What follows belongs to an exercise in optimizing a design on an open flow for small area, a short achievable clock period and few clock cycles per item; a production flow would make more cautious choices. At most, simulation tests tie the RTL to the original design; equivalence was not proved. Function not checked in run 6: the RTL went through the layout flow alone. No activity file was given, so power comes from the tool's default toggle rates.

==> flow/design.v <==
package lsfws_pkg;
    localparam int WINDOW_SIZE = 5;
    localparam int MID_INDEX   = WINDOW_SIZE / 2;
    localparam int FILL_W      = $clog2(WINDOW_SIZE + 1);
    localparam int POS_W       = 32;
    localparam int SCORE_W     = 17;
    localparam int QUEUE_DEPTH = 2;
    localparam int QPTR_W      = (QUEUE_DEPTH > 1) ? $clog2(QUEUE_DEPTH) : 1;
    localparam int QCNT_W      = $clog2(QUEUE_DEPTH + 1);
    localparam int PADDR_W     = 3;
    localparam int PDATA_W     = 32;
    localparam logic [SCORE_W-1:0] THRESHOLD_RESET = 17'd64881;
    localparam logic FUNC_INSERT = 1'b0;
    localparam logic FUNC_FLUSH  = 1'b1;
    localparam logic [PADDR_W-3:0] REG_SCORE_THRESHOLD = '0;
    typedef logic [POS_W-1:0]   pos_t;
    typedef logic [SCORE_W-1:0] score_t;
    typedef struct packed {
        logic   func;
        pos_t   position;
        score_t score;
    } item_t;
    typedef struct packed {
        pos_t kept_position;
        logic last;
    } result_t;
    typedef struct packed {
        pos_t [WINDOW_SIZE-1:0] positions;
        logic [WINDOW_SIZE-1:0] mask;
    } job_t;
endpackage
module low_score_flank_window_selector
(
    input  logic               clk,
    input  logic               rst_n,
    input  logic               psel,
    input  logic               penable,
    input  logic               pwrite,
    input  logic [lsfws_pkg::PADDR_W-1:0] paddr,
    input  logic [lsfws_pkg::PDATA_W-1:0] pwdata,
    output logic [lsfws_pkg::PDATA_W-1:0] prdata,
    output logic               pready,
    input  logic               item_valid,
    output logic               item_stall,
    input  lsfws_pkg::item_t              item,
    output logic               result_valid,
    input  logic               result_stall,
    output lsfws_pkg::result_t            result
);
    localparam int SLOTS   = lsfws_pkg::WINDOW_SIZE;
    localparam int SCORE_W = lsfws_pkg::SCORE_W;
    localparam int POS_W   = lsfws_pkg::POS_W;
    localparam int PDATA_W = lsfws_pkg::PDATA_W;
    lsfws_pkg::score_t           threshold_reg;
    logic [SLOTS-1:0][POS_W-1:0] pos_reg;
    logic [SLOTS-1:0]            pend_reg;
    logic [SLOTS-1:0]            last_reg;
    logic [2:0]                  unkept_reg;      
    lsfws_pkg::score_t           s1_reg;          
    lsfws_pkg::score_t           s2_reg;          
    lsfws_pkg::score_t           m_reg;           
    logic [2:0]                  fill_reg;
    logic                        stall_reg;
    logic                        out_valid_reg;
    lsfws_pkg::result_t          out_reg;
    function automatic logic lt(input logic [SCORE_W-1:0] a, input logic [SCORE_W-1:0] b);
        logic [31:0] l;
        logic [31:0] e;
        l = '0;
        e = '1;
        for (int i = 0; i < SCORE_W; i++)
        begin
            l[i] = ~a[i] & b[i];
            e[i] = ~(a[i] ^ b[i]);
        end
        for (int w = 1; w < 32; w = w * 2)
            for (int i = 0; i + w < 32; i = i + 2 * w)
            begin
                l[i] = l[i+w] | (e[i+w] & l[i]);
                e[i] = e[i+w] & e[i];
            end
        lt = l[0];
    endfunction
    assign pready = 1'b1;
    always_ff @(posedge clk or negedge rst_n)
    begin
        if (!rst_n)
            threshold_reg <= lsfws_pkg::THRESHOLD_RESET;
        else if (psel && penable && pwrite && !paddr[2])
            threshold_reg <= pwdata[SCORE_W-1:0];
    end
    assign prdata = paddr[2] ? '0 : PDATA_W'(threshold_reg);
    logic             accept;
    logic             insert;
    logic             flush;
    logic             full;
    logic             b1;
    logic             b2;
    logic             bm;
    logic             low;
    logic [2:0]       unkept_sh;   
    logic [SLOTS-1:0] newp;        
    assign item_stall = stall_reg && result_stall;
    assign accept     = item_valid && !item_stall;
    assign insert     = accept && !item.func;
    assign flush      = accept && item.func;
    assign full       = (fill_reg == 3'd5);
    assign b1 = lt(s1_reg, threshold_reg);
    assign b2 = lt(s2_reg, threshold_reg);
    assign bm = lt(m_reg, threshold_reg);
    always_comb
    begin
        if (item.func)
        begin
            unkept_sh = unkept_reg;
            if (full)
                low = b1 | b2;                           
            else
                low = (b1 && fill_reg >= 3'd1)
                    | (b2 && fill_reg >= 3'd2)
                    | (bm && fill_reg >= 3'd3);          
        end
        else
        begin
            unkept_sh = (unkept_reg == 3'd5) ? 3'd5 : unkept_reg + 3'd1;
            if (full)
                low = b2;                                
            else if (fill_reg == 3'd4)
                low = bm | b2;                           
            else
                low = 1'b0;
        end
        for (int i = 0; i < SLOTS; i++)
            newp[i] = low && (3'(i) < unkept_sh);
    end
    logic [SLOTS-1:0] pick;        
    logic             load_out;
    logic [POS_W-1:0] pick_pos;
    logic             pick_last;
    always_comb
    begin
        pick = '0;
        for (int i = 0; i < SLOTS; i++)
            if (pend_reg[i])
            begin
                pick    = '0;
                pick[i] = 1'b1;
            end
        pick_pos  = '0;
        pick_last = 1'b0;
        for (int i = 0; i < SLOTS; i++)
        begin
            pick_pos  = pick_pos | (pick[i] ? pos_reg[i] : '0);
            pick_last = pick_last | (pick[i] & last_reg[i]);
        end
    end
    assign load_out = (|pend_reg) && (!out_valid_reg || !result_stall);
    logic [SLOTS-1:0] pend_left;
    logic [SLOTS-1:0] pend_next;
    logic             out_valid_next;
    assign pend_left = load_out ? (pend_reg & ~pick) : pend_reg;
    always_comb
    begin
        if (insert)
            pend_next = {pend_left[SLOTS-2:0], 1'b0} | newp;
        else if (flush)
            pend_next = pend_left | newp;
        else
            pend_next = pend_left;
        out_valid_next = load_out || (out_valid_reg && result_stall);
    end
    always_ff @(posedge clk or negedge rst_n)
    begin
        if (!rst_n)
        begin
            pend_reg      <= '0;
            unkept_reg    <= '0;
            fill_reg      <= '0;
            stall_reg     <= 1'b0;
            out_valid_reg <= 1'b0;
        end
        else
        begin
            pend_reg <= pend_next;
            if (flush || (insert && low))
                unkept_reg <= '0;
            else if (insert)
                unkept_reg <= unkept_sh;
            if (insert && !full)
                fill_reg <= fill_reg + 3'd1;
            else if (flush)
                fill_reg <= '0;
            stall_reg     <= pend_next[SLOTS-1] && out_valid_next;
            out_valid_reg <= out_valid_next;
        end
    end
    always_ff @(posedge clk)
    begin
        if (insert)
        begin
            pos_reg  <= {pos_reg[SLOTS-2:0], item.position};
            last_reg <= {last_reg[SLOTS-2:0], low};
            s1_reg   <= item.score;
            s2_reg   <= s1_reg;
            if (fill_reg == 3'd2 || lt(s2_reg, m_reg))
                m_reg <= s2_reg;
        end
        else if (flush)
            last_reg[0] <= last_reg[0] | newp[0];
        if (load_out)
            out_reg <= {pick_pos, pick_last};
    end
    assign result_valid = out_valid_reg;
    assign result       = out_reg;
endmodule
==> flow/flow/run.sh <==
#!/bin/bash
# The standard layout, with plain buf_2 cells as the port buffers (the
# standard flow picks a delay cell for them). Every tool's output goes to
# flow.log here and ORFS's own logs under orfs/logs.
set -euo pipefail
bash standard.sh "BUFFER_PORTS_ARGS=-buffer_cell sky130_fd_sc_hd__buf_2" finish > flow.log 2>&1
==> flow/standard.sh <==
#!/bin/bash
# synth_recipe.tcl (not shown) runs the flow's synth.tcl, then flattens the netlist and writes it again
# the make line also repeats each setting of config.mk as NAME=value (left out here)
make -C /OpenROAD-flow-scripts/flow DESIGN_CONFIG=/design/flow/config.mk WORK_HOME=/design/flow/orfs CLKGATE_MAP_FILE= SYNTH_SCRIPT=/design/flow/synth_recipe.tcl "${@:-finish}"
==> flow/config.mk <==
export PLATFORM = sky130hd
export DESIGN_NAME = low_score_flank_window_selector
export DESIGN_NICKNAME = low_score_flank_window_selector
export VERILOG_FILES = /design/flow/design.v
export SDC_FILE = /design/flow/constraint.sdc
export NUM_CORES = 4
export LEC_CHECK = 0
export CAP_MARGIN = 20
export CORE_MARGIN = 2
export CORE_UTILIZATION = 40
export CTS_BUF_LIST = sky130_fd_sc_hd__clkbuf_8 sky130_fd_sc_hd__clkbuf_16
export CTS_CLUSTER_DIAMETER = 50
export CTS_CLUSTER_SIZE = 16
export SETUP_SLACK_MARGIN = 2.8
export SLEW_MARGIN = 20
==> flow/constraint.sdc <==
create_clock -name core_clock -period 5.5 [get_ports {clk}]
set_input_delay 1.1000 -clock core_clock [delete_from_list [all_inputs] [get_ports {clk}]]
set_output_delay 1.1000 -clock core_clock [all_outputs]
set_load 0.01 [all_outputs]
==> summary.md, run 1 <==
| Metric | Value |
|---|---|
| Initial antenna violation count | `0` |
| Standard-cell rows | `62` |
| CTS tree | `yes` |
| Leakage | `5.41 nW` |
| Worst slew pin tran | `0.966 ns` |
| Clock Path Buffers | `3` |
| DR vias | `6,873` |
| GP Congestion | `0.762` |
| Sequential area share after synthesis | `69.7%` |
| Commonest cells after routing, fill and taps aside | `edfxtp_1, buf_2, ha_1` |
| I/O pins | `160` |
| Data required time at the worst endpoint | `4.40 ns` |
| Place WS | `2.03 ns` |
| Die H | `176 um` |
| Ant. Diodes | `0` |
| First-pass GRT wire length | `37,100 um` |
| Worst vdd ir | `0.268 mV` |
| Die width | `176 um` |
| ANT nets after route | `0` |
| Unique masters post-synth | `60` |
| WP data arrival | `1.58 ns` |
| M2 GR Usage | `23.7%` |
| Clk sinks | `279` |
| Cell Pwr Density | `424 nW/um2` |
| H-tree Lvls | `1` |
| Final Hold Viols | `0` |
| Combinational fraction of design power | `17.9%` |
| Final Max Slew Viols | `0` |
| Flip-flop count of the largest register after layout | `160` |
| WS Path Type | `input pin to output port` |
| 1st-pass router iterations | `5` |
| M1 GR Usage | `22.0%` |
| Sw Ratio | `28.8%` |
| Post-route DRC | `0` |
| Detailed Route WL | `23,300 um` |
| Commonest non-fill, non-tap cell in the layout | `edfxtp_1` |
| Worst reg2reg path depth | `8` |
| Detail Placement HPWL | `14,600 um` |
| GRT busiest layer | `met2` |
| Wirelength per Cell | `17.3 um` |
| Slew margin rel. | `35.6%` |
| CTS clk-pin slew, worst paths | `0.07 ns` |
| Hold Path Origin | `pos_reg[107]` |
| Slack of the critical path | `2.82 ns` |
| Final nets | `1,099` |
| Layout area overhead | `18.3%` |
| Root Buffer Master | `clkbuf_16` |
| GRT met3 Usage | `2.52%` |
| Status | `finished clean` |
| Hold Crit Depth | `0` |
| Internal | `4.22 mW` |
| Core ar. | `28,900 um2` |
| Post-Syn Instances | `800` |
| R2R setup slack | `2.92 ns` |
| Share of cells above drive strength 1 | `25.1%` |
| Number of synthesized flops with an enable pin | `249` |
| Post-synth ARST share | `10.8%` |
| Hold Path Class | `flip-flop to flip-flop` |
| Fill cells | `2,538` |
| Number of global-route vias before repair | `6,784` |
| Cts hold-fix bufs | `0` |
| Post-route minimum period | `2.68 ns` |
| DIE AREA | `31,000 um2` |
| Fin crit share | `48.7%` |
| Mapped cell area | `11,800 um2` |
| Final setup viols | `0` |
| Worst-Skew Late Latency | `0.56 ns` |
| Via density | `5.11` |
| Initial Util | `40.9%` |
| Largest net degree at the start of global routing | `93` |
| P_sw | `1.71 mW` |
| Overflow after GRT | `0` |
| Syn avg cell area | `14.8 um2` |
| Hold path endpoint | `pos_reg[139]` |
| Synth Register Bits | `279` |
| Skew final | `0.0132 ns` |
| Startpoint Class | `input pin` |
| Crit. End Element | `output port` |
| Worst r2r src | `threshold_reg[9]` |
| Critical R2R Capture | `last_reg[0]` |
| FMAX | `373 MHz` |
| Power Total | `5.93 mW` |
| Max cap viols | `0` |
| YS warnings | `1` |
| Final setup TNS | `0 ns` |
| Clock buffer count from CTS | `31` |
| Dominant synthesized flop cell | `edfxtp_1` |
| Seq pwr share | `47.2%` |
| Crit-path max FO | `18` |
| IO Port Bufs | `126` |
| Clock power frac | `34.9%` |
| RSZ-0062 raised after global routing | `true` |
| 1st-iter DRT viols | `430` |
| GR Util All Layers | `15.0%` |
per-stage QoR:
step	cell area [um2]	std cells	util (%)	hold slack (ns)
after floorplan	12000	814	-	0.417
after global routing	14000	1346	48.3	0.452
final	14000	1346	48.3	0.441
after detailed placement	12900	1286	44.6	0.433
after CTS	14000	1344	48.2	0.443
after global placement	12900	1286	44.6	0.430
cell families after synthesis:
logic type                 synth area share (%)
AOI/OAI and AO/OA                          11.7
xor gates and xnor gates                 0.0741
buffers and inverters                      3.99
muxes                                      1.70
DFF                                        69.7
other                                    0.0635
adders and majority gates                  7.30
and+or+nand+nor                            5.51
layout make-up:
type                    count  area [um2]  area share, %
flip-flops and latches    279        8240           58.9
multi-input cells         430        3250           23.3
clock buffers              32         790           5.64
repair buffers            135         708           5.06
well taps                 384         480           3.44
inverters                  61         256           1.83
clock inverters            25         255           1.82
worst max path at each step:
stage,startpoint,endpoint,slack [ns],cells after the start
final,paddr[2],prdata[16],2.82,3
after global routing,threshold_reg[9],last_reg[0],2.75,8
after CTS,result_stall,pos_reg[111],2.84,7
after detailed placement,result_stall,m_reg[1],2.03,9
after global placement,result_stall,m_reg[1],2.09,9
after floorplan,item[49],m_reg[0],2.36,7
synth_stat cells, types with 5 or more instances:
cell	n	area (um2)
nor2_1	18	67.6
clkbuf_1	21	78.8
a21oi_1	24	120
o21ai_0	57	285
dfstp_2	11	289
ha_1	69	863
nor2b_1	18	113
nand3_1	5	25.0
a22oi_1	33	248
buf_4	16	120
nand4_1	9	56.3
nand2_1	60	225
o211ai_1	5	37.5
a221o_1	33	330
buf_2	5	25.0
dfrtp_1	19	475
mux2_2	17	191
a211oi_1	9	67.6
edfxtp_1	249	7480
inv_1	60	225
critical path, cell delays in order:
cell and delay, ns:
buf_4 0.18, nor2b_1 0.15, buf_2 0.15
power by group through the flow:
stage	combinational, mW	clock [mW]	sequential [mW]
after global routing	1.19	2.20	2.83
after CTS	1.06	2.12	2.81
final	1.06	2.07	2.80
after detailed placement	1.05	0	2.84
after global placement	1.04	0	2.84
after floorplan	0.617	0	2.86
metal layers:
metal / vias up / routed length [um]
met5: - / 0
met4: 0 / 376
met3: 28 / 1210
met2: 182 / 10600
met1: 3335 / 11200
li1: 3328 / -
repair_timing:
item	CTS	global route
hold endpoints to repair	0	0
pin swaps	1	0
endpoints found under the setup margin	36	91
gates resized for setup	2	4
setup buffers	1	0
gates cloned	0	1
Testbench counts, summed over its fixed seeds: cycles 14,112, items 12,000.
==> run 2, diff against run 1 <==
--- a/flow/config.mk
+++ b/flow/config.mk
@@ -8,8 +8,8 @@
 export CAP_MARGIN = 20
 export CORE_MARGIN = 2
 export CORE_UTILIZATION = 40
-export CTS_BUF_LIST = sky130_fd_sc_hd__clkbuf_8 sky130_fd_sc_hd__clkbuf_16
-export CTS_CLUSTER_DIAMETER = 50
+export CTS_BUF_LIST = sky130_fd_sc_hd__clkbuf_8
+export CTS_CLUSTER_DIAMETER = 40
 export CTS_CLUSTER_SIZE = 16
 export SETUP_SLACK_MARGIN = 2.8
 export SLEW_MARGIN = 20
==> run 2 against run 1 <==
Against the previous run:
- largest power group unchanged
- still clean
- sequential share of layout area increased by 0.31 points
- utilization decreased by 0.24 points
- sequential cell count unchanged
- largest cell class unchanged
- worst setup slack got worse by 0.0012 ns
- cell area decreased by 0.50%
- fmax about the same
- clock power decreased by 7%
==> summary.md, run 2 <==
| Metric | Value |
|---|---|
| Yosys top cell area share | `63.2% (unchanged)` |
| Detailed Route WL | `23,500 um (was 23,300 um)` |
| Crit. End Element | `output port (unchanged)` |
| Fin crit share | `48.7% (about the same)` |
| Unique masters post-synth | `60 (unchanged)` |
| WS Path Type | `input pin to output port (unchanged)` |
| Clk sinks | `279 (unchanged)` |
| Final setup viols | `0 (unchanged)` |
| Clock buffer count from CTS | `40 (was 31)` |
| Overflow after GRT | `0 (unchanged)` |
| Leading area contributor after synthesis | `edfxtp_1 (unchanged)` |
| Number of synthesized flops with an enable pin | `249 (unchanged)` |
| CTS clk-pin slew, worst paths | `0.08 ns (was 0.07 ns)` |
| Detail Placement HPWL | `14,600 um (unchanged)` |
| Dominant synthesized flop cell | `edfxtp_1 (unchanged)` |
| FMAX | `373 MHz (about the same)` |
| Post-route DRC | `0 (unchanged)` |
| Final nets | `1,109 (was 1,099)` |
| ANT nets after route | `0 (unchanged)` |
| GP Congestion | `0.762 (unchanged)` |
| Cell area after layout | `13,900 um2 (was 14,000 um2)` |
| 1st-iter DRT viols | `475 (was 430)` |
| WHS | `0.444 ns (was 0.441 ns)` |
| H-tree Lvls | `2 (was 1)` |
| Top post-synthesis cells by count | `edfxtp_1, ha_1, inv_1, nand2_1, o21ai_0 (unchanged)` |
| Post-synth ARST share | `10.8% (unchanged)` |
| Number of global-route vias before repair | `6,888 (was 6,784)` |
| Post-route minimum period | `2.68 ns (about the same)` |
| Die H | `176 um (unchanged)` |
| DIE AREA | `31,000 um2 (unchanged)` |
| DR vias | `6,878 (was 6,873)` |
| Cts hold-fix bufs | `0 (unchanged)` |
| First-pass GRT wire length | `37,200 um (was 37,100 um)` |
| Hold Path Class | `flip-flop to flip-flop (unchanged)` |
| Crit-path max FO | `18 (unchanged)` |
| Placed inst area | `12,900 um2 (unchanged)` |
| Via density | `5.04 (was 5.11)` |
| Top-count cell post-synth | `edfxtp_1 (unchanged)` |
| Startpoint Class | `input pin (unchanged)` |
| 1st-pass router iterations | `5 (unchanged)` |
| YS warnings | `1 (unchanged)` |
| Core ar. | `28,900 um2 (unchanged)` |
| Sequential area share after synthesis | `69.7% (unchanged)` |
| Final Max Slew Viols | `0 (unchanged)` |
| Synth top area cells | `edfxtp_1, ha_1, dfrtp_1 (unchanged)` |
| Post-Syn Instances | `800 (unchanged)` |
| Commonest cells after routing, fill and taps aside | `edfxtp_1, buf_2, ha_1 (unchanged)` |
| RSZ-0062 raised after global routing | `true (unchanged)` |
| Die width | `176 um (unchanged)` |
| Max cap viols | `0 (unchanged)` |
| Cell Pwr Density | `417 nW/um2 (was 424 nW/um2)` |
| CTS tree | `yes (unchanged)` |
| Clock Path Buffers | `3 (unchanged)` |
| Skew final | `0.0298 ns (was 0.0132 ns)` |
| Root Buffer Master | `clkbuf_8 (was clkbuf_16)` |
| Ant. Diodes | `0 (unchanged)` |
| Worst-Skew Late Latency | `0.56 ns (about the same)` |
| IO Port Bufs | `126 (unchanged)` |
| WP data arrival | `1.58 ns (about the same)` |
| Syn avg cell area | `14.8 um2 (unchanged)` |
| Flip-flop count of the largest register after layout | `160 (unchanged)` |
| Data required time at the worst endpoint | `4.40 ns (about the same)` |
| Leakage | `5.37 nW (was 5.41 nW)` |
| I/O pins | `160 (unchanged)` |
| Synth Register Bits | `279 (unchanged)` |
| Final setup TNS | `0 ns (unchanged)` |
| Slew margin rel. | `35.2% (was 35.6%)` |
| Final Hold Viols | `0 (unchanged)` |
| Commonest non-fill, non-tap cell in the layout | `edfxtp_1 (unchanged)` |
| Mapped cell area | `11,800 um2 (unchanged)` |
| Wirelength per Cell | `17.2 um (was 17.3 um)` |
| Largest net degree at the start of global routing | `93 (unchanged)` |
| Worst vdd ir | `0.233 mV (was 0.268 mV)` |
| Share of cells above drive strength 1 | `26.6% (was 25.1%)` |
| Standard-cell rows | `62 (unchanged)` |
| Initial Util | `40.9% (unchanged)` |
| Worst slew pin tran | `0.972 ns (was 0.966 ns)` |
| Initial antenna violation count | `0 (unchanged)` |
| Layout area overhead | `17.7% (was 18.3%)` |
| Status | `finished clean (unchanged)` |
| GR Util All Layers | `15.2% (was 15.0%)` |
## run 2: cell counts after synthesis
Identical to the previous run, type by type.
## run 2: cell type report
type | count | area [um2]
tap | 384 | 480
fill | 2534 | 15000
inverter | 61 | 256
sequential | 279 | 8250
multi-input combinational | 430 | 3260
clock inverter | 34 | 408
timing repair buffer | 136 | 716
clock buffer | 40 | 551
## run 2: metrics by stage
| step | util (%) | setup WS (ns) | power [mW] | instances |
|---|---|---|---|---|
| 4_1_cts | 47.9 | 2.83 | 5.86 | 1361 |
| 3_3_place_gp | 44.6 | 2.09 | 3.88 | 1286 |
| 5_1_grt | 48.1 | 2.78 | 6.10 | 1364 |
| 6_report | 48.1 | 2.82 | 5.80 | 1364 |
| 3_5_place_dp | 44.6 | 2.03 | 3.90 | 1286 |
| 2_1_floorplan | - | 2.36 | 3.47 | 814 |
## run 2: timing repair
action | in CTS | in global routing
hold endpoints to repair | 0 | 0
gates resized for setup | 2 | 8
pin swaps | 1 | 3
cloned | 0 | 1
setup buffers | 1 | 1
setup endpoints to repair | 36 | 86
## run 2: final timing paths
kind,slack (ns),to,from,depth (start not counted)
max,2.82,prdata[16],paddr[2],3
min,0.44,pos_reg[40],pos_reg[8],0
max reg2reg,2.92,last_reg[0],threshold_reg[9],8
min reg2reg,0.44,pos_reg[40],pos_reg[8],0
max in group asynchronous,4.35,pend_reg[3],rst_n,1
min in group asynchronous,0.62,threshold_reg[3],rst_n,1
## run 2: metal layers
metal	vias to the layer above	wire length (um)	track usage [%]
met5	-	0	0
met4	0	406	3.72
met3	30	1280	3.14
met2	162	10700	23.7
met1	3340	11100	21.8
li1	3346	-	-
## run 2: cells by family (layout without fill, tap and decap cells)
logic type | Yosys count | after routing | synth area share [%]
AOI/OAI and AO/OA | 194 | 194 | 11.7
DFF | 279 | 279 | 69.7
xor gates and xnor gates | 1 | 1 | 0.0741
other | 2 | 16 | 0.0635
buffers and inverters | 106 | 271 | 3.99
and+or+nand+nor | 131 | 132 | 5.51
adders and majority gates | 69 | 69 | 7.30
muxes | 18 | 18 | 1.70
## run 2: where the power goes
part / switching, mW / internal (mW) / leakage [nW]
Combinational: 0.630 / 0.439 / 2.19
Clock: 0.875 / 1.06 / 0.473
Sequential: 0.154 / 2.64 / 2.70
## run 2: worst max-delay path, stage by stage
cell and delay, ns:
buf_4 0.18, nor2b_1 0.15, buf_2 0.15
==> run 3, diff against run 2 <==
--- a/flow/config.mk
+++ b/flow/config.mk
@@ -7,9 +7,9 @@
 export LEC_CHECK = 0
 export CAP_MARGIN = 20
 export CORE_MARGIN = 2
-export CORE_UTILIZATION = 40
+export CORE_UTILIZATION = 60
 export CTS_BUF_LIST = sky130_fd_sc_hd__clkbuf_8
-export CTS_CLUSTER_DIAMETER = 40
+export CTS_CLUSTER_DIAMETER = 60
 export CTS_CLUSTER_SIZE = 16
-export SETUP_SLACK_MARGIN = 2.8
+export SETUP_SLACK_MARGIN = 2.6
 export SLEW_MARGIN = 20
==> run 3 against run 2 <==
Against the previous run:
- still clean on timing, DRC and antenna
- critical path depth is the same
- wire length shrank 3.1%
- hold slack gained 0.013 ns
- cell area fell by 5.0%
- worst setup slack worse by 0.12 ns
- clock power down 39%
- final cell count decreased by 11%
- synthesized cell count unchanged
- die area fell by 33%
- utilization grew 20 points
==> summary.md, run 3 <==
| Metric | Value |
|---|---|
| Status | `finished clean (unchanged)` |
| Detailed Route WL | `22,800 um (was 23,500 um)` |
| Crit. Startpoint | `paddr[2] (unchanged)` |
| Initial antenna violation count | `1 (was 0)` |
| WP data arrival | `1.69 ns (was 1.58 ns)` |
| Initial Util | `61.0% (was 40.9%)` |
| Startpoint Class | `input pin (unchanged)` |
| Crit. End Element | `output port (unchanged)` |
| Root Buffer Master | `clkbuf_8 (unchanged)` |
| Crit-path max FO | `18 (unchanged)` |
| ANT nets after route | `0 (unchanged)` |
| Final Hold Viols | `0 (unchanged)` |
| Yosys top cell area share | `63.2% (unchanged)` |
| DR vias | `6,971 (was 6,878)` |
| Post-route minimum period | `2.79 ns (was 2.68 ns)` |
| Max cap viols | `0 (unchanged)` |
| I/O pins | `160 (unchanged)` |
| 1st-iter DRT viols | `539 (was 475)` |
| First-pass GRT wire length | `35,500 um (was 37,200 um)` |
| FMAX | `358 MHz (was 373 MHz)` |
| RSZ-0062 raised after global routing | `false (was true)` |
| Final setup viols | `0 (unchanged)` |
| Post-route DRC | `0 (unchanged)` |
| Commonest cells after routing, fill and taps aside | `edfxtp_1, buf_2, ha_1 (unchanged)` |
| WS Path Type | `input pin to output port (unchanged)` |
| Critical R2R Capture | `pend_reg[0] (was last_reg[0])` |
| Worst reg2reg path depth | `8 (unchanged)` |
| YS warnings | `1 (unchanged)` |
| DIE AREA | `20,800 um2 (was 31,000 um2)` |
| Via density | `5.77 (was 5.04)` |
| Final Max Slew Viols | `0 (unchanged)` |
| Core ar. | `19,400 um2 (was 28,900 um2)` |
| Sequential area share after synthesis | `69.7% (unchanged)` |
| GRT busiest layer | `met2 (unchanged)` |
| IO Port Bufs | `126 (unchanged)` |
| Clk sinks | `279 (unchanged)` |
| Ant. Diodes | `0 (unchanged)` |
| Cells after DPL | `1,165 (was 1,286)` |
| Worst r2r src | `threshold_reg[15] (was threshold_reg[9])` |
| Slack of the critical path | `2.71 ns (was 2.82 ns)` |
| Largest net degree at the start of global routing | `138 (was 93)` |
| Post-synth ARST share | `10.8% (unchanged)` |
| Critical Path End | `prdata[16] (unchanged)` |
| Synth Register Bits | `279 (unchanged)` |
| GR Util All Layers | `21.7% (was 15.2%)` |
| Standard-cell rows | `51 (was 62)` |
| Top post-synthesis cells by count | `edfxtp_1, ha_1, inv_1, nand2_1, o21ai_0 (unchanged)` |
| Share of cells above drive strength 1 | `22.8% (was 26.6%)` |
| Number of global-route vias before repair | `6,971 (was 6,888)` |
| Layout area overhead | `11.8% (was 17.7%)` |
| Clock buffer count from CTS | `23 (was 40)` |
| 1st-pass router iterations | `5 (unchanged)` |
| Overflow after GRT | `0 (unchanged)` |
| Worst-Skew Late Latency | `0.57 ns (was 0.56 ns)` |
| Clock Path Buffers | `3 (unchanged)` |
| Post-Syn Instances | `800 (unchanged)` |
| Fin crit share | `50.8% (was 48.7%)` |
| GP Congestion | `0.905 (was 0.762)` |
| M2 GR Usage | `34.2% (was 23.7%)` |
| Fill cells | `1,422 (was 2,534)` |
| Worst vdd ir | `0.207 mV (was 0.233 mV)` |
| Final nets | `1,087 (was 1,109)` |
| Die width | `144 um (was 176 um)` |
| GRT met3 Usage | `3.51% (was 3.14%)` |
| Die H | `144 um (was 176 um)` |
| Final setup TNS | `0 ns (unchanged)` |
| Layout Cells excl Fill | `1,208 (was 1,364)` |
| Detail Placement HPWL | `14,400 um (was 14,600 um)` |
| M1 GR Usage | `31.5% (was 21.8%)` |
| Data required time at the worst endpoint | `4.40 ns (about the same)` |
| Slew margin rel. | `35.8% (was 35.2%)` |
| Worst slew pin tran | `0.961 ns (was 0.972 ns)` |
| Flip-flop count of the largest register after layout | `160 (unchanged)` |
| Mapped cell area | `11,800 um2 (unchanged)` |
| Skew final | `0.0243 ns (was 0.0298 ns)` |
| Top-count cell post-synth | `edfxtp_1 (unchanged)` |
| CTS tree | `yes (unchanged)` |
| Wirelength per Cell | `18.9 um (was 17.2 um)` |
| Unique masters post-synth | `60 (unchanged)` |
| CTS clk-pin slew, worst paths | `0.09 ns (was 0.08 ns)` |
| Hold Path Class | `flip-flop to flip-flop (unchanged)` |
| R2R setup slack | `2.85 ns (was 2.92 ns)` |
| Cell Pwr Density | `380 nW/um2 (was 417 nW/um2)` |
| Number of synthesized flops with an enable pin | `249 (unchanged)` |
| Leakage | `5.14 nW (was 5.37 nW)` |
| Dominant synthesized flop cell | `edfxtp_1 (unchanged)` |
| Commonest non-fill, non-tap cell in the layout | `edfxtp_1 (unchanged)` |
| Synth top area cells | `edfxtp_1, ha_1, dfrtp_1 (unchanged)` |
| H-tree Lvls | `1 (was 2)` |
| Leading area contributor after synthesis | `edfxtp_1 (unchanged)` |
| Place WS | `1.93 ns (was 2.03 ns)` |
| Syn avg cell area | `14.8 um2 (unchanged)` |
==> run 3: worst min path at each step <==
stage                     start           end  slack [ns]  cells past startpoint
global route        pos_reg[50]   pos_reg[82]        0.47                      0
global placement      s1_reg[0]     s2_reg[0]        0.42                      0
CTS                 pos_reg[75]  pos_reg[107]        0.46                      0
detailed placement    s1_reg[0]     s2_reg[0]        0.43                      0
finish              last_reg[3]   last_reg[4]        0.46                      0
floorplan             s1_reg[0]     s2_reg[0]        0.42                      0
==> run 3: repair_timing <==
item	in CTS	in global routing
resized for setup	2	2
hold buffers	0	0
endpoints found under the setup margin	106	27
pin swaps	0	0
buffers inserted	0	0
==> run 3: layer usage <==
layer | part of all wire (%) | routed length [um]
met1 | 46 | 10500
met2 | 46 | 10400
met3 | 5.8 | 1310
met4 | 2.3 | 517
met5 | 0.057 | 13
==> run 3: kinds of logic (layout without fill, tap and decap cells) <==
family                     after synthesis  after routing  synth area share [%]
AOI/OAI and AO/OA                      194            194                  11.7
xor gates and xnor gates                 1              1                0.0741
adders and majority gates               69             69                  7.30
buffers and inverters                  106            235                  3.99
DFF                                    279            279                  69.7
muxes                                   18             18                  1.70
other                                    2             16                0.0635
and+or+nand+nor                        131            131                  5.51
==> run 3: final cells by class <==
class / count / area, um2 / area share [%]
multi-input combinational: 429 / 3230 / 24.4
inverter: 61 / 264 / 2.00
timing repair buffer: 132 / 683 / 5.17
sequential: 279 / 8240 / 62.3
clock buffer: 23 / 317 / 2.39
tap: 265 / 332 / 2.51
clock inverter: 19 / 155 / 1.17
==> run 3: through the flow <==
step                cell area, um2  hold WS, ns  util, %  power [mW]
CTS                          13200        0.456     68.1        5.07
floorplan                    12000        0.417        -        3.47
detailed placement           12700        0.433     65.6        3.88
finish                       13200        0.456     68.2        5.03
global route                 13200        0.468     68.2        5.28
global placement             12700        0.423     65.6        3.84
==> run 3: worst max-delay path: stages <==
cell	delay [ns]
buf_2	0.33
nor2b_1	0.10
buf_2	0.15
==> run 3: where the power goes <==
group | internal (mW) | switching, mW | total [mW]
Clock | 0.501 | 0.682 | 1.18
Sequential | 2.64 | 0.143 | 2.78
Combinational | 0.433 | 0.625 | 1.06
Total | 3.58 | 1.45 | 5.03
==> run 4, diff against run 3 <==
--- a/flow/config.mk
+++ b/flow/config.mk
@@ -11,5 +11,5 @@
 export CTS_BUF_LIST = sky130_fd_sc_hd__clkbuf_8
 export CTS_CLUSTER_DIAMETER = 60
 export CTS_CLUSTER_SIZE = 16
-export SETUP_SLACK_MARGIN = 2.6
+export SETUP_SLACK_MARGIN = 3.0
 export SLEW_MARGIN = 20
==> run 4 against run 3 <==
Against the previous run:
- still clean
- total power grew 1.6%
- critical path depth did not move
- synthesized cell count is the same
- clock power down 5%
- global-route usage grew 1.3 points
- critical path type unchanged
- critical endpoint is now prdata[0]
- largest power group unchanged
==> summary.md, run 4 <==
| Metric | Value |
|---|---|
| Top post-synthesis cells by count | `edfxtp_1, ha_1, inv_1, nand2_1, o21ai_0 (unchanged)` |
| Slew margin rel. | `33.7% (was 35.8%)` |
| Synth Area in Compound Gates | `11.7% (unchanged)` |
| Cell Pwr Density | `371 nW/um2 (was 380 nW/um2)` |
| Top-count cell post-synth | `edfxtp_1 (unchanged)` |
| Fill cells | `1,299 (was 1,422)` |
| Data required time at the worst endpoint | `4.40 ns (about the same)` |
| Final Max Slew Viols | `0 (unchanged)` |
| Number of synthesized flops with an enable pin | `249 (unchanged)` |
| Buf/Inv on CP | `2 (unchanged)` |
| WS Path Type | `input pin to output port (unchanged)` |
| Commonest non-fill, non-tap cell in the layout | `edfxtp_1 (unchanged)` |
| Slowest stage delay, CP | `0.13 ns (was 0.33 ns)` |
| Commonest cells after routing, fill and taps aside | `edfxtp_1, buf_2, inv_1, ha_1, nand2_1 (was edfxtp_1, buf_2, ha_1)` |
| Die H | `144 um (unchanged)` |
| Number of global-route vias before repair | `7,050 (was 6,971)` |
| Die width | `144 um (unchanged)` |
| Yosys top cell area share | `63.2% (unchanged)` |
| Slowest CP cell | `buf_16 (was buf_2)` |
| First-pass GRT wire length | `37,000 um (was 35,500 um)` |
| Worst slew pin tran | `0.992 ns (was 0.961 ns)` |
| Post-route minimum period | `2.56 ns (was 2.79 ns)` |
| CTS tree | `yes (unchanged)` |
| Crit-path cells | `buf_16 -> nor2b_1 -> buf_2 (was buf_2 -> nor2b_1 -> buf_2)` |
| WP data arrival | `1.46 ns (was 1.69 ns)` |
| Hold Path Class | `flip-flop to flip-flop (unchanged)` |
| Unique masters post-synth | `60 (unchanged)` |
| Worst-Skew Late Latency | `0.55 ns (was 0.57 ns)` |
| Delay-heaviest family, CP | `buffers and inverters (unchanged)` |
| Placed inst area | `12,800 um2 (was 12,700 um2)` |
| 1st-iter DRT viols | `562 (was 539)` |
| Skew final | `0.0332 ns (was 0.0243 ns)` |
| Post-synthesis simple-gate area fraction | `5.51% (unchanged)` |
| Layout area overhead | `16.5% (was 11.8%)` |
| Cts hold-fix bufs | `0 (unchanged)` |
| Crit-path max FO | `5 (was 18)` |
| Crit. Startpoint | `paddr[2] (unchanged)` |
| DR vias | `7,188 (was 6,971)` |
| Critical R2R Capture | `last_reg[0] (was pend_reg[0])` |
| Worst reg2reg path depth | `9 (was 8)` |
| I/O pins | `160 (unchanged)` |
| Post-Synth Adder-Cell Area | `7.30% (unchanged)` |
| Clk sinks | `279 (unchanged)` |
| Initial antenna violation count | `0 (was 1)` |
| Final setup TNS | `0 ns (unchanged)` |
| WHS | `0.448 ns (was 0.456 ns)` |
| GP Congestion | `0.897 (was 0.905)` |
| YS warnings | `1 (unchanged)` |
| IO Port Bufs | `126 (unchanged)` |
| Critical Path End | `prdata[0] (was prdata[16])` |
| Flip-flop count of the largest register after layout | `160 (unchanged)` |
| GR Util All Layers | `23.0% (was 21.7%)` |
| Cell area after layout | `13,800 um2 (was 13,200 um2)` |
| Post-synth ARST share | `10.8% (unchanged)` |
| Syn avg cell area | `14.8 um2 (unchanged)` |
| Via density | `5.84 (was 5.77)` |
| Worst r2r src | `threshold_reg[5] (was threshold_reg[15])` |
| ANT nets after route | `0 (unchanged)` |
| Ant. Diodes | `0 (unchanged)` |
| Main combinational cell family by area after synthesis | `compound AO/OA/AOI/OAI gates (unchanged)` |
| CTS clk-pin slew, worst paths | `0.09 ns (about the same)` |
| Worst vdd ir | `0.210 mV (was 0.207 mV)` |
| Root Buffer Master | `clkbuf_8 (unchanged)` |
| Overflow after GRT | `0 (unchanged)` |
| Detailed Route WL | `24,200 um (was 22,800 um)` |
| Initial Util | `61.0% (unchanged)` |
| Standard-cell rows | `51 (unchanged)` |
| H-tree Lvls | `1 (unchanged)` |
| Post-synthesis mux area share | `1.70% (unchanged)` |
| R2R setup slack | `3.00 ns (was 2.85 ns)` |
| Max cap viols | `0 (unchanged)` |
| Final setup viols | `0 (unchanged)` |
| Synth top area cells | `edfxtp_1, ha_1, dfrtp_1 (unchanged)` |
| Dominant synthesized flop cell | `edfxtp_1 (unchanged)` |
| Sequential area share after synthesis | `69.7% (unchanged)` |
| Largest net degree at the start of global routing | `143 (was 138)` |
| Mapped cell area | `11,800 um2 (unchanged)` |
| Post-Syn Instances | `800 (unchanged)` |
| Clock Path Buffers | `3 (unchanged)` |
| Wirelength per Cell | `19.6 um (was 18.9 um)` |
| Detail Placement HPWL | `14,800 um (was 14,400 um)` |
| Post-route DRC | `0 (unchanged)` |
| CP Depth | `3 (unchanged)` |
| Leakage | `5.36 nW (was 5.14 nW)` |
| Fin crit share | `46.6% (was 50.8%)` |
| FMAX | `390 MHz (was 358 MHz)` |
| Share of cells above drive strength 1 | `27.7% (was 22.8%)` |
| Final Hold Viols | `0 (unchanged)` |
| 1st-pass router iterations | `5 (unchanged)` |
| XOR/XNOR Fraction of Synth Area | `0.0741% (unchanged)` |
| RSZ-0062 raised after global routing | `true (was false)` |
| Final nets | `1,110 (was 1,087)` |
| Synth Register Bits | `279 (unchanged)` |
| Startpoint Class | `input pin (unchanged)` |
| Clock buffer count from CTS | `23 (unchanged)` |
| Leading area contributor after synthesis | `edfxtp_1 (unchanged)` |
| Status | `finished clean (unchanged)` |
| Core ar. | `19,400 um2 (unchanged)` |
| Crit. End Element | `output port (unchanged)` |
| DIE AREA | `20,800 um2 (unchanged)` |
## run 4: changes by cell type in the layout (fill, tap and decap cells not counted), sizes merged
cell / previous run / this run
nor2: 18 / 19
clkinv: 7 / 6
inv: 70 / 72
buf: 132 / 154
bufinv: 2 / 1
## run 4: power by group
part | switching (mW) | leakage [nW] | internal, mW
Clock | 0.670 | 0.265 | 0.454
Combinational | 0.664 | 2.40 | 0.525
Sequential | 0.152 | 2.70 | 2.64
## run 4: cells by family (layout without fill, tap and decap cells)
kind of cell / after synthesis / after routing
flops: 279 / 279
compound gates: 194 / 194
simple gates: 131 / 132
buf+inv: 106 / 257
fa+ha+maj: 69 / 69
mux: 18 / 18
other cells: 2 / 16
xor+xnor: 1 / 1
## run 4: worst min-delay path by stage
stage	endpoint	slack (ns)	depth (start not counted)	start
global route	s2_reg[0]	0.45	0	s1_reg[0]
finish	s2_reg[0]	0.45	0	s1_reg[0]
global placement	s2_reg[0]	0.42	0	s1_reg[0]
floorplan	s2_reg[0]	0.42	0	s1_reg[0]
CTS	s2_reg[0]	0.45	0	s1_reg[0]
detailed placement	s2_reg[0]	0.42	0	s1_reg[0]
## run 4: stage by stage
stage          std cells  setup WS (ns)  power [mW]  util (%)
4_1_cts             1220           2.92        5.07      69.8
3_3_place_gp        1165           2.09        3.86      66.0
6_report            1231           2.94        5.11      71.0
2_1_floorplan        814           2.36        3.49         -
3_5_place_dp        1165           1.96        3.90      66.0
5_1_grt             1231           2.91        5.36      71.0
## run 4: routing by layer
layer,up-vias,global-route usage (%),wire [um]
met2,253,36.3,11300
li1,3341,-,-
met4,0,5.98,528
met5,-,0,0
met3,37,4.24,1570
met1,3557,33.4,10800
## run 4: final cells by class
cell class / count / area [um2] / share of cell area, %
Tap cell: 265 / 332 / 2.41
Sequential cell: 279 / 8250 / 59.9
Clock inverter: 19 / 123 / 0.890
Timing Repair Buffer: 154 / 1050 / 7.64
Multi-Input combinational cell: 430 / 3430 / 24.9
Clock buffer: 23 / 317 / 2.30
Inverter: 61 / 277 / 2.01
## run 4: what timing repair did
item                       4_1_cts  5_1_grt
cloned                           3        1
pin swaps                        3       15
setup endpoints to repair      189      141
gates resized for setup         33       30
setup buffers                   10        9
## run 4: worst reg2reg max path, cell delays in order, from the launching register on
cell and delay [ns]:
dfstp_2 0.59, buf_12 0.12, ha_1 0.25, a211oi_1 0.22, nor2_1 0.09, o31ai_2 0.25, a31oi_2 0.16, a221oi_2 0.27
o21a_4 0.23, o21ai_1 0.08
==> run 5, diff against run 4 <==
--- a/flow/config.mk
+++ b/flow/config.mk
@@ -11,5 +11,5 @@
 export CTS_BUF_LIST = sky130_fd_sc_hd__clkbuf_8
 export CTS_CLUSTER_DIAMETER = 60
 export CTS_CLUSTER_SIZE = 16
-export SETUP_SLACK_MARGIN = 3.0
+export SETUP_SLACK_MARGIN = 2.8
 export SLEW_MARGIN = 20
==> run 5 against run 4 <==
Against the previous run:
- sequential cell count stayed put
- synthesized area unchanged
- synthesized cell count stayed put
- register-to-register slack worse by 0.12 ns
- wire length fell by 5.5%
- clock power increased by 6%
- total power is 1.4% lower
- via count decreased by 2.6%
- sequential power about the same
- largest cell class unchanged
- highest routed layer is now met5
==> summary.md, run 5 <==
| Metric | Value |
|---|---|
| Clock Path Buffers | `3 (unchanged)` |
| Yosys top cell area share | `63.2% (unchanged)` |
| Hold Path Class | `flip-flop to flip-flop (unchanged)` |
| FMAX | `381 MHz (was 390 MHz)` |
| CTS tree | `yes (unchanged)` |
| Crit-path cells | `ha_1 -> nand3_1 -> nor3_1 -> o31ai_1 -> a31oi_1 -> a221oi_2 -> o21a_4 -> o32ai_2 (was buf_16 -> nor2b_1 -> buf_2)` |
| Cells after DPL | `1,165 (unchanged)` |
| Cell Pwr Density | `380 nW/um2 (was 371 nW/um2)` |
| P_sw | `1.46 mW (was 1.49 mW)` |
| Final Util | `68.3% (was 71.0%)` |
| Top post-synthesis cells by count | `edfxtp_1, ha_1, inv_1, nand2_1, o21ai_0 (unchanged)` |
| Overflow after GRT | `0 (unchanged)` |
| Wirelength per Cell | `18.9 um (was 19.6 um)` |
| Final nets | `1,088 (was 1,110)` |
| Slowest CP cell | `dfstp_2 (was buf_16)` |
| Leading area contributor after synthesis | `edfxtp_1 (unchanged)` |
| RSZ-0062 raised after global routing | `false (was true)` |
| Die width | `144 um (unchanged)` |
| Post-Syn Instances | `800 (unchanged)` |
| Fin crit share | `47.7% (was 46.6%)` |
| YS warnings | `1 (unchanged)` |
| Final Hold Viols | `0 (unchanged)` |
| Largest net degree at the start of global routing | `138 (was 143)` |
| Initial antenna violation count | `1 (was 0)` |
| Dominant synthesized flop cell | `edfxtp_1 (unchanged)` |
| Layout Cells excl Fill | `1,209 (was 1,231)` |
| Worst r2r src | `threshold_reg[15] (was threshold_reg[5])` |
| Root Buffer Master | `clkbuf_8 (unchanged)` |
| Data required time at the worst endpoint | `5.98 ns (was 4.40 ns)` |
| First-pass GRT wire length | `35,500 um (was 37,000 um)` |
| Core ar. | `19,400 um2 (unchanged)` |
| Share of cells above drive strength 1 | `23.1% (was 27.7%)` |
| H-tree Lvls | `1 (unchanged)` |
| Post-synth ARST share | `10.8% (unchanged)` |
| Max cap viols | `0 (unchanged)` |
| CTS clk-pin slew, worst paths | `0.10 ns (was 0.09 ns)` |
| 1st-iter DRT viols | `551 (was 562)` |
| GP Congestion | `0.905 (was 0.897)` |
| WS Path Type | `flip-flop to flip-flop (was input pin to output port)` |
| Final setup TNS | `0 ns (unchanged)` |
| Seq pwr share | `55.3% (was 54.7%)` |
| Die H | `144 um (unchanged)` |
| Sequential area share after synthesis | `69.7% (unchanged)` |
| CP Depth | `8 (was 3)` |
| Standard-cell rows | `51 (unchanged)` |
| Cell area after layout | `13,300 um2 (was 13,800 um2)` |
| Post-route DRC | `0 (unchanged)` |
| Flip-flop count of the largest register after layout | `160 (unchanged)` |
| Slowest stage delay, CP | `0.59 ns (was 0.13 ns)` |
| Ant. Diodes | `0 (unchanged)` |
| Clk sinks | `279 (unchanged)` |
| Buf/Inv on CP | `0 (was 2)` |
| Post-route minimum period | `2.62 ns (was 2.56 ns)` |
| WP data arrival | `3.11 ns (was 1.46 ns)` |
| Startpoint Class | `flip-flop (was input pin)` |
| Cts hold-fix bufs | `0 (unchanged)` |
| I/O pins | `160 (unchanged)` |
| Sw Ratio | `28.9% (was 29.1%)` |
| Final Max Slew Viols | `0 (unchanged)` |
| Critical Path End | `pend_reg[0] (was prdata[0])` |
| Crit. Startpoint | `threshold_reg[15] (was paddr[2])` |
| 1st-pass router iterations | `5 (unchanged)` |
| DIE AREA | `20,800 um2 (unchanged)` |
| Commonest cells after routing, fill and taps aside | `edfxtp_1, buf_2, ha_1 (was edfxtp_1, buf_2, inv_1, ha_1, nand2_1)` |
| Initial Util | `61.0% (unchanged)` |
| Worst vdd ir | `0.209 mV (was 0.210 mV)` |
| Top-count cell post-synth | `edfxtp_1 (unchanged)` |
| Delay-heaviest family, CP | `compound AO/OA/AOI/OAI gates (was buffers and inverters)` |
| Worst reg2reg path depth | `8 (was 9)` |
| Crit. End Element | `flip-flop (was output port)` |
| Number of synthesized flops with an enable pin | `249 (unchanged)` |
| Combinational fraction of design power | `21.2% (was 23.3%)` |
| Fill cells | `1,420 (was 1,299)` |
| Critical R2R Capture | `pend_reg[0] (was last_reg[0])` |
| Crit-path max FO | `6 (was 5)` |
| Final setup viols | `0 (unchanged)` |
| IO Port Bufs | `126 (unchanged)` |
| Power Total | `5.03 mW (was 5.11 mW)` |
| R2R setup slack | `2.88 ns (was 3.00 ns)` |
| ANT nets after route | `0 (unchanged)` |
| Layout area overhead | `12.1% (was 16.5%)` |
| Unique masters post-synth | `60 (unchanged)` |
| Skew final | `0.0258 ns (was 0.0332 ns)` |
| Detail Placement HPWL | `14,400 um (was 14,800 um)` |
| Mapped cell area | `11,800 um2 (unchanged)` |
| Synth Register Bits | `279 (unchanged)` |
| Synth top area cells | `edfxtp_1, ha_1, dfrtp_1 (unchanged)` |
| Detailed Route WL | `22,800 um (was 24,200 um)` |
| GR Util All Layers | `21.7% (was 23.0%)` |
| Internal | `3.58 mW (was 3.62 mW)` |
| Commonest non-fill, non-tap cell in the layout | `edfxtp_1 (unchanged)` |
| Worst slew pin tran | `0.966 ns (was 0.992 ns)` |
| Slew margin rel. | `35.5% (was 33.7%)` |
| Worst-Skew Late Latency | `0.57 ns (was 0.55 ns)` |
| Clock power frac | `23.5% (was 22.0%)` |
| Status | `finished clean (unchanged)` |
| Clock buffer count from CTS | `23 (unchanged)` |
| Leakage | `5.15 nW (was 5.36 nW)` |
| DR vias | `7,003 (was 7,188)` |
| Number of global-route vias before repair | `6,984 (was 7,050)` |
| Syn avg cell area | `14.8 um2 (unchanged)` |
| Via density | `5.79 (was 5.84)` |
| Placed inst area | `12,700 um2 (was 12,800 um2)` |
## run 5: changes by cell type in the layout (fill, tap and decap cells not counted), sizes merged
cell,delta
buf,-21
bufinv,+1
clkinv,+1
inv,-2
nor2,-1
## run 5: metal layers
layer / share of wire (%) / track usage [%] / vias up
met1: 45 / 31.6 / 3415
met5: 0.057 / 0 / -
met4: 2.6 / 7.46 / 2
met2: 45 / 33.9 / 253
met3: 6.9 / 3.58 / 51
li1: - / - / 3282
## run 5: cell families (layout without fill, tap and decap cells)
group                    Yosys count  in the layout  share of synthesized area [%]
adder cells (fa/ha/maj)           69             69                           7.30
multiplexers                      18             18                           1.70
AO/OA/AOI/OAI                    194            194                           11.7
other                              2             16                         0.0635
buffers and inverters            106            236                           3.99
XOR/XNOR                           1              1                         0.0741
AND/OR/NAND/NOR                  131            131                           5.51
flip-flops                       279            279                           69.7
## run 5: layout make-up
| type | count | area (um2) | share of cell area, % |
|---|---|---|---|
| well taps | 265 | 332 | 2.50 |
| clock buffers | 23 | 317 | 2.39 |
| clock inverters | 19 | 155 | 1.17 |
| inverters | 61 | 267 | 2.01 |
| flip-flops and latches | 279 | 8250 | 62.2 |
| repair buffers | 133 | 701 | 5.29 |
| multi-input cells | 429 | 3240 | 24.4 |
## run 5: power groups by stage
stage | Combinational, mW | Clock (mW) | Sequential (mW)
finish | 1.07 | 1.19 | 2.78
global route | 1.18 | 1.29 | 2.81
CTS | 1.07 | 1.22 | 2.78
detailed placement | 1.05 | 0 | 2.83
global placement | 1.02 | 0 | 2.82
floorplan | 0.617 | 0 | 2.86
## run 5: worst min path at each step
stage                start      endpoint  slack (ns)  cells after the start
2_1_floorplan    s1_reg[0]     s2_reg[0]        0.42                      0
3_3_place_gp     s1_reg[0]     s2_reg[0]        0.42                      0
3_5_place_dp     s1_reg[0]     s2_reg[0]        0.43                      0
4_1_cts        pos_reg[75]  pos_reg[107]        0.46                      0
5_1_grt        pos_reg[50]   pos_reg[82]        0.47                      0
6_report       last_reg[3]   last_reg[4]        0.45                      0
## run 5: what timing repair did
action / CTS / global route
endpoints found under the setup margin: 137 / 34
resized for setup: 5 / 6
endpoints found under the hold margin: 0 / 0
setup buffers: 0 / 1
pin swaps: 0 / 1
## run 5: per-stage QoR
stage / setup WS [ns] / hold slack, ns
final: 2.88 / 0.454
after global routing: 2.83 / 0.468
after detailed placement: 1.93 / 0.433
after floorplan: 2.36 / 0.417
after global placement: 2.02 / 0.423
after CTS: 2.81 / 0.456
==> run 6, diff against run 5 <==
--- a/flow/design.v
+++ b/flow/design.v
@@ -60,9 +60,7 @@
     lsfws_pkg::score_t           s2_reg;          
     lsfws_pkg::score_t           m_reg;           
     logic [2:0]                  fill_reg;
-    logic                        stall_reg;
-    logic                        out_valid_reg;
-    lsfws_pkg::result_t          out_reg;
+    logic [SLOTS-1:0]            sel_reg;         
     function automatic logic lt(input logic [SCORE_W-1:0] a, input logic [SCORE_W-1:0] b);
         logic [31:0] l;
         logic [31:0] e;
@@ -100,7 +98,7 @@
     logic             low;
     logic [2:0]       unkept_sh;   
     logic [SLOTS-1:0] newp;        
-    assign item_stall = stall_reg && result_stall;
+    assign item_stall = pend_reg[SLOTS-1] && result_stall;
     assign accept     = item_valid && !item_stall;
     assign insert     = accept && !item.func;
     assign flush      = accept && item.func;
@@ -133,32 +131,19 @@
         for (int i = 0; i < SLOTS; i++)
             newp[i] = low && (3'(i) < unkept_sh);
     end
-    logic [SLOTS-1:0] pick;        
-    logic             load_out;
-    logic [POS_W-1:0] pick_pos;
-    logic             pick_last;
+    logic             deliver;
+    logic [SLOTS-1:0] pend_left;
+    logic [SLOTS-1:0] pend_next;
+    logic [SLOTS-1:0] sel_next;
+    assign result_valid = |pend_reg;
+    assign deliver      = result_valid && !result_stall;
+    assign pend_left    = deliver ? (pend_reg & ~sel_reg) : pend_reg;
     always_comb
     begin
-        pick = '0;
+        result = '0;
         for (int i = 0; i < SLOTS; i++)
-            if (pend_reg[i])
-            begin
-                pick    = '0;
-                pick[i] = 1'b1;
-            end
-        pick_pos  = '0;
-        pick_last = 1'b0;
-        for (int i = 0; i < SLOTS; i++)
-        begin
-            pick_pos  = pick_pos | (pick[i] ? pos_reg[i] : '0);
-            pick_last = pick_last | (pick[i] & last_reg[i]);
-        end
+            result = result | (sel_reg[i] ? {pos_reg[i], last_reg[i]} : '0);
     end
-    assign load_out = (|pend_reg) && (!out_valid_reg || !result_stall);
-    logic [SLOTS-1:0] pend_left;
-    logic [SLOTS-1:0] pend_next;
-    logic             out_valid_next;
-    assign pend_left = load_out ? (pend_reg & ~pick) : pend_reg;
     always_comb
     begin
         if (insert)
@@ -167,17 +152,21 @@
             pend_next = pend_left | newp;
         else
             pend_next = pend_left;
-        out_valid_next = load_out || (out_valid_reg && result_stall);
+        sel_next = '0;
+        for (int i = 0; i < SLOTS; i++)
+            if (pend_next[i])
+            begin
+                sel_next    = '0;
+                sel_next[i] = 1'b1;
+            end
     end
     always_ff @(posedge clk or negedge rst_n)
     begin
         if (!rst_n)
         begin
-            pend_reg      <= '0;
-            unkept_reg    <= '0;
-            fill_reg      <= '0;
-            stall_reg     <= 1'b0;
-            out_valid_reg <= 1'b0;
+            pend_reg   <= '0;
+            unkept_reg <= '0;
+            fill_reg   <= '0;
         end
         else
         begin
@@ -190,12 +179,11 @@
                 fill_reg <= fill_reg + 3'd1;
             else if (flush)
                 fill_reg <= '0;
-            stall_reg     <= pend_next[SLOTS-1] && out_valid_next;
-            out_valid_reg <= out_valid_next;
         end
     end
     always_ff @(posedge clk)
     begin
+        sel_reg <= sel_next;
         if (insert)
         begin
             pos_reg  <= {pos_reg[SLOTS-2:0], item.position};
@@ -207,9 +195,5 @@
         end
         else if (flush)
             last_reg[0] <= last_reg[0] | newp[0];
-        if (load_out)
-            out_reg <= {pick_pos, pick_last};
     end
-    assign result_valid = out_valid_reg;
-    assign result       = out_reg;
 endmodule
==> run 6 against run 5 <==
Against the previous run:
- sequential share of layout area fell by 3.2 points
- cell area fell by 6.4%
- sequential power fell by 8.6%
- clock power fell by 21%
- worst setup slack got worse by 0.18 ns
- global-route usage rose by 2.3 points
- clock skew rose by 0.0030 ns
- first-iteration DRC count rose by 5.1%
- final cell count fell by 6.6%
- combinational power rose by about 50%
- hold slack got worse by 0.0025 ns
- critical path type is now flip-flop to output port
- highest routed layer unchanged
==> summary.md, run 6 <==
| Metric | Value |
|---|---|
| Crit. End Element | `output port (was flip-flop)` |
| Layout Cells excl Fill | `1,129 (was 1,209)` |
| Post-Syn Instances | `741 (was 800)` |
| Number of global-route vias before repair | `6,764 (was 6,984)` |
| Crit-path cells | `clkbuf_16 -> a222oi_1 -> nand2_1 -> buf_2 (was ha_1 -> nand3_1 -> nor3_1 -> o31ai_1 -> a31oi_1 -> a221oi_2 -> o21a_4 -> o32ai_2)` |
| CTS clk-pin slew, worst paths | `0.10 ns (about the same)` |
| IO Port Bufs | `126 (unchanged)` |
| ANT nets after route | `0 (unchanged)` |
| Status | `finished clean (unchanged)` |
| Final Hold Viols | `0 (unchanged)` |
| Post-synth ARST share | `11.2% (was 10.8%)` |
| Worst vdd ir | `0.289 mV (was 0.209 mV)` |
| Cell Pwr Density | `411 nW/um2 (was 380 nW/um2)` |
| Power Total | `5.10 mW (was 5.03 mW)` |
| Synth Area in Compound Gates | `11.7% (about the same)` |
| Share of cells above drive strength 1 | `27.2% (was 23.1%)` |
| Post-synthesis simple-gate area fraction | `6.24% (was 5.51%)` |
| Slowest CP cell | `dfxtp_4 (was dfstp_2)` |
| Post-synthesis mux area share | `1.87% (was 1.70%)` |
| Startpoint Class | `flip-flop (unchanged)` |
| Final nets | `1,050 (was 1,088)` |
| Unique masters post-synth | `64 (was 60)` |
| XOR/XNOR Fraction of Synth Area | `0% (was 0.0741%)` |
| Final setup viols | `0 (unchanged)` |
| Final Max Slew Viols | `0 (unchanged)` |
| Top-count cell post-synth | `edfxtp_1 (unchanged)` |
| Number of synthesized flops with an enable pin | `216 (was 249)` |
| Slew margin rel. | `54.7% (was 35.5%)` |
| Leading area contributor after synthesis | `edfxtp_1 (unchanged)` |
| WP data arrival | `1.71 ns (was 3.11 ns)` |
| Post-Synth Adder-Cell Area | `8.03% (was 7.30%)` |
| Cells after DPL | `1,066 (was 1,165)` |
| Initial antenna violation count | `2 (was 1)` |
| Cell area after layout | `12,400 um2 (was 13,300 um2)` |
| RSZ-0062 raised after global routing | `true (was false)` |
| Syn avg cell area | `14.5 um2 (was 14.8 um2)` |
| Core ar. | `17,400 um2 (was 19,400 um2)` |
| Leakage | `5.05 nW (was 5.15 nW)` |
| Final Util | `71.3% (was 68.3%)` |
| Fin crit share | `51.0% (was 47.7%)` |
| Largest net degree at the start of global routing | `102 (was 138)` |
| Slowest stage delay, CP | `0.42 ns (was 0.59 ns)` |
| Main combinational cell family by area after synthesis | `compound AO/OA/AOI/OAI gates (unchanged)` |
| FMAX | `356 MHz (was 381 MHz)` |
| Worst slew pin tran | `0.680 ns (was 0.966 ns)` |
| WS Path Type | `flip-flop to output port (was flip-flop to flip-flop)` |
| Standard-cell rows | `48 (was 51)` |
| Synth Register Bits | `249 (was 279)` |
| Post-route DRC | `0 (unchanged)` |
| GR Util All Layers | `24.1% (was 21.7%)` |
| GP Congestion | `0.848 (was 0.905)` |
| First-pass GRT wire length | `35,000 um (was 35,500 um)` |
| Hold Path Class | `flip-flop to flip-flop (unchanged)` |
| 1st-pass router iterations | `5 (unchanged)` |
| Max cap viols | `0 (unchanged)` |
| Skew final | `0.0288 ns (was 0.0258 ns)` |
| Sequential area share after synthesis | `67.9% (was 69.7%)` |
| Commonest cells after routing, fill and taps aside | `edfxtp_1, buf_2, inv_1 (was edfxtp_1, buf_2, ha_1)` |
| Final setup TNS | `0 ns (unchanged)` |
| Layout area overhead | `15.4% (was 12.1%)` |
| 1st-iter DRT viols | `579 (was 551)` |
| I/O pins | `160 (unchanged)` |
| Flip-flop count of the largest register after layout | `160 (unchanged)` |
| Dominant synthesized flop cell | `edfxtp_1 (unchanged)` |
| Worst-Skew Late Latency | `0.53 ns (was 0.57 ns)` |
| Mapped cell area | `10,800 um2 (was 11,800 um2)` |
| Overflow after GRT | `0 (unchanged)` |
| Commonest non-fill, non-tap cell in the layout | `edfxtp_1 (unchanged)` |
| Yosys top cell area share | `60.3% (was 63.2%)` |
| Delay-heaviest family, CP | `flip-flops (was compound AO/OA/AOI/OAI gates)` |
| Via density | `6.00 (was 5.79)` |
| Buf/Inv on CP | `2 (was 0)` |
| Top post-synthesis cells by count | `edfxtp_1, ha_1, inv_1 (was edfxtp_1, ha_1, inv_1, nand2_1, o21ai_0)` |
| Clock Path Buffers | `3 (unchanged)` |
| DR vias | `6,774 (was 7,003)` |
| Initial Util | `61.7% (was 61.0%)` |
| Detailed Route WL | `22,800 um (about the same)` |
| Die H | `138 um (was 144 um)` |
| CTS tree | `yes (unchanged)` |
| YS warnings | `1 (unchanged)` |
| Synth top area cells | `edfxtp_1, ha_1, dfrtp_1 (unchanged)` |
| Wirelength per Cell | `20.2 um (was 18.9 um)` |
| Placed inst area | `11,600 um2 (was 12,700 um2)` |
| Crit-path max FO | `7 (was 6)` |
| H-tree Lvls | `1 (unchanged)` |
| Post-route minimum period | `2.81 ns (was 2.62 ns)` |
| Root Buffer Master | `clkbuf_8 (unchanged)` |
| Clk sinks | `249 (was 279)` |
| Detail Placement HPWL | `14,100 um (was 14,400 um)` |
| DIE AREA | `19,000 um2 (was 20,800 um2)` |
| Clock buffer count from CTS | `20 (was 23)` |
| Die width | `138 um (was 144 um)` |
| Data required time at the worst endpoint | `4.40 ns (was 5.98 ns)` |
| Cts hold-fix bufs | `0 (unchanged)` |
run 6: changes by cell type in the layout (fill, tap and decap cells not counted), moves of 7 or more:
cell | previous run | this run
nand4_1 | 9 | 2
edfxtp_1 | 249 | 216
o21ai_0 | 56 | 16
nor2_1 | 17 | 24
a221o_1 | 33 | 0
buf_4 | 4 | 15
a222oi_1 | 0 | 33
run 6: cell families after synthesis:
group | Yosys count
muxes | 18
adders and majority gates | 69
other | 2
DFF | 249
and+or+nand+nor | 136
AOI/OAI and AO/OA | 164
buffers and inverters | 103
run 6: worst register-to-register path: stages, from the launching register on:
cell	delay, ns
dfstp_2	0.57
buf_6	0.11
ha_4	0.19
and3_4	0.17
and3_4	0.18
a2111oi_4	0.28
a31o_2	0.26
o311ai_4	0.15
a21o_1	0.20
a211o_1	0.29
nor4b_2	0.28
run 6: per-stage QoR:
stage	setup slack, ns	hold slack (ns)
finish	2.69	0.452
global route	2.59	0.454
CTS	2.68	0.451
detailed placement	1.98	0.434
global placement	2.10	0.428
floorplan	0.325	0.418
run 6: layer usage:
metal	share of wire, %	GRT usage (%)
met1	42	33.3
met2	48	39.0
met3	7.5	4.68
met4	2.8	7.65
met5	0.031	0
run 6: final timing paths:
path                              startpoint                to  slack, ns  depth (start not counted)
setup / recovery                  sel_reg[3]        result[31]       2.69                          4
hold reg to reg                  pos_reg[51]       pos_reg[83]       0.45                          0
min in group asynchronous              rst_n       fill_reg[2]       0.60                          1
setup reg to reg           threshold_reg[15]        sel_reg[0]       2.69                         10
hold / removal                   pos_reg[51]       pos_reg[83]       0.45                          0
max in group asynchronous              rst_n  threshold_reg[7]       4.43                          1
run 6: repair_timing:
item                                    CTS  global route
pin swaps                                26            29
buffers inserted                         17             4
gates cloned                              2             2
endpoints found under the setup margin   74            61
gates resized for setup                  34             9
run 6: area by class of cell:
type / count / area [um2]
diodes: 1 / 2.50
clock buffers: 20 / 275
clock inverters: 16 / 81.3
fillers: 1193 / 5010
inverters: 61 / 235
multi-input cells: 403 / 3200
flip-flops and latches: 249 / 7320
well taps: 225 / 282
repair buffers: 154 / 1020
run 6: power breakdown:
| part | switching (mW) | total [mW] | internal [mW] |
|---|---|---|---|
| Clock | 0.587 | 0.943 | 0.355 |
| Combinational | 0.867 | 1.61 | 0.745 |
| Sequential | 0.243 | 2.54 | 2.30 |
| Total | 1.70 | 5.10 | 3.40 |

==> re-timing with driven ports <==
How much do the figures lean on ideal ports? The routed layouts below were timed once more, with nothing changed but the port constraints. Step 1 sets driving cells, clkbuf_16 on the clock port and buf_2 on the other inputs (assumed; they add their load-dependent delay and slew). Step 2 times the ports against the registers' clock, not the clock port: input delays grow and output delays shrink by t, the midpoint of the rising clock arrivals with the driver on. Slacks: ideal / step 1 / step 2; pairs: ideal / step 1.
run | t (ns) | setup WS [ns] | latest minus earliest clock arrival (ns) | worst slew at a driven data input, ns | cell pins on the clock port's net
run 1 | 0.599 | 2.821 / 2.800 / 2.336 | 0.014 / 0.014 | 0.08 | 1
run 2 | 0.585 | 2.820 / 2.799 / 2.334 | 0.032 / 0.032 | 0.08 | 1
run 3 | 0.599 | 2.705 / 2.682 / 2.313 | 0.028 / 0.028 | 0.06 | 1
run 4 | 0.581 | 2.938 / 2.678 / 2.565 | 0.034 / 0.035 | 0.36 | 1
run 5 | 0.600 | 2.875 / 2.818 / 2.343 | 0.031 / 0.030 | 0.06 | 1
run 6 | 0.563 | 2.693 / 2.649 / 2.364 | 0.030 / 0.030 | 0.07 | 1
After both steps setup and hold are still met in every run listed. For run 5, which loses most, drivers alone change the setup slack by -0.057 ns; drivers and shift together by -0.532 ns.
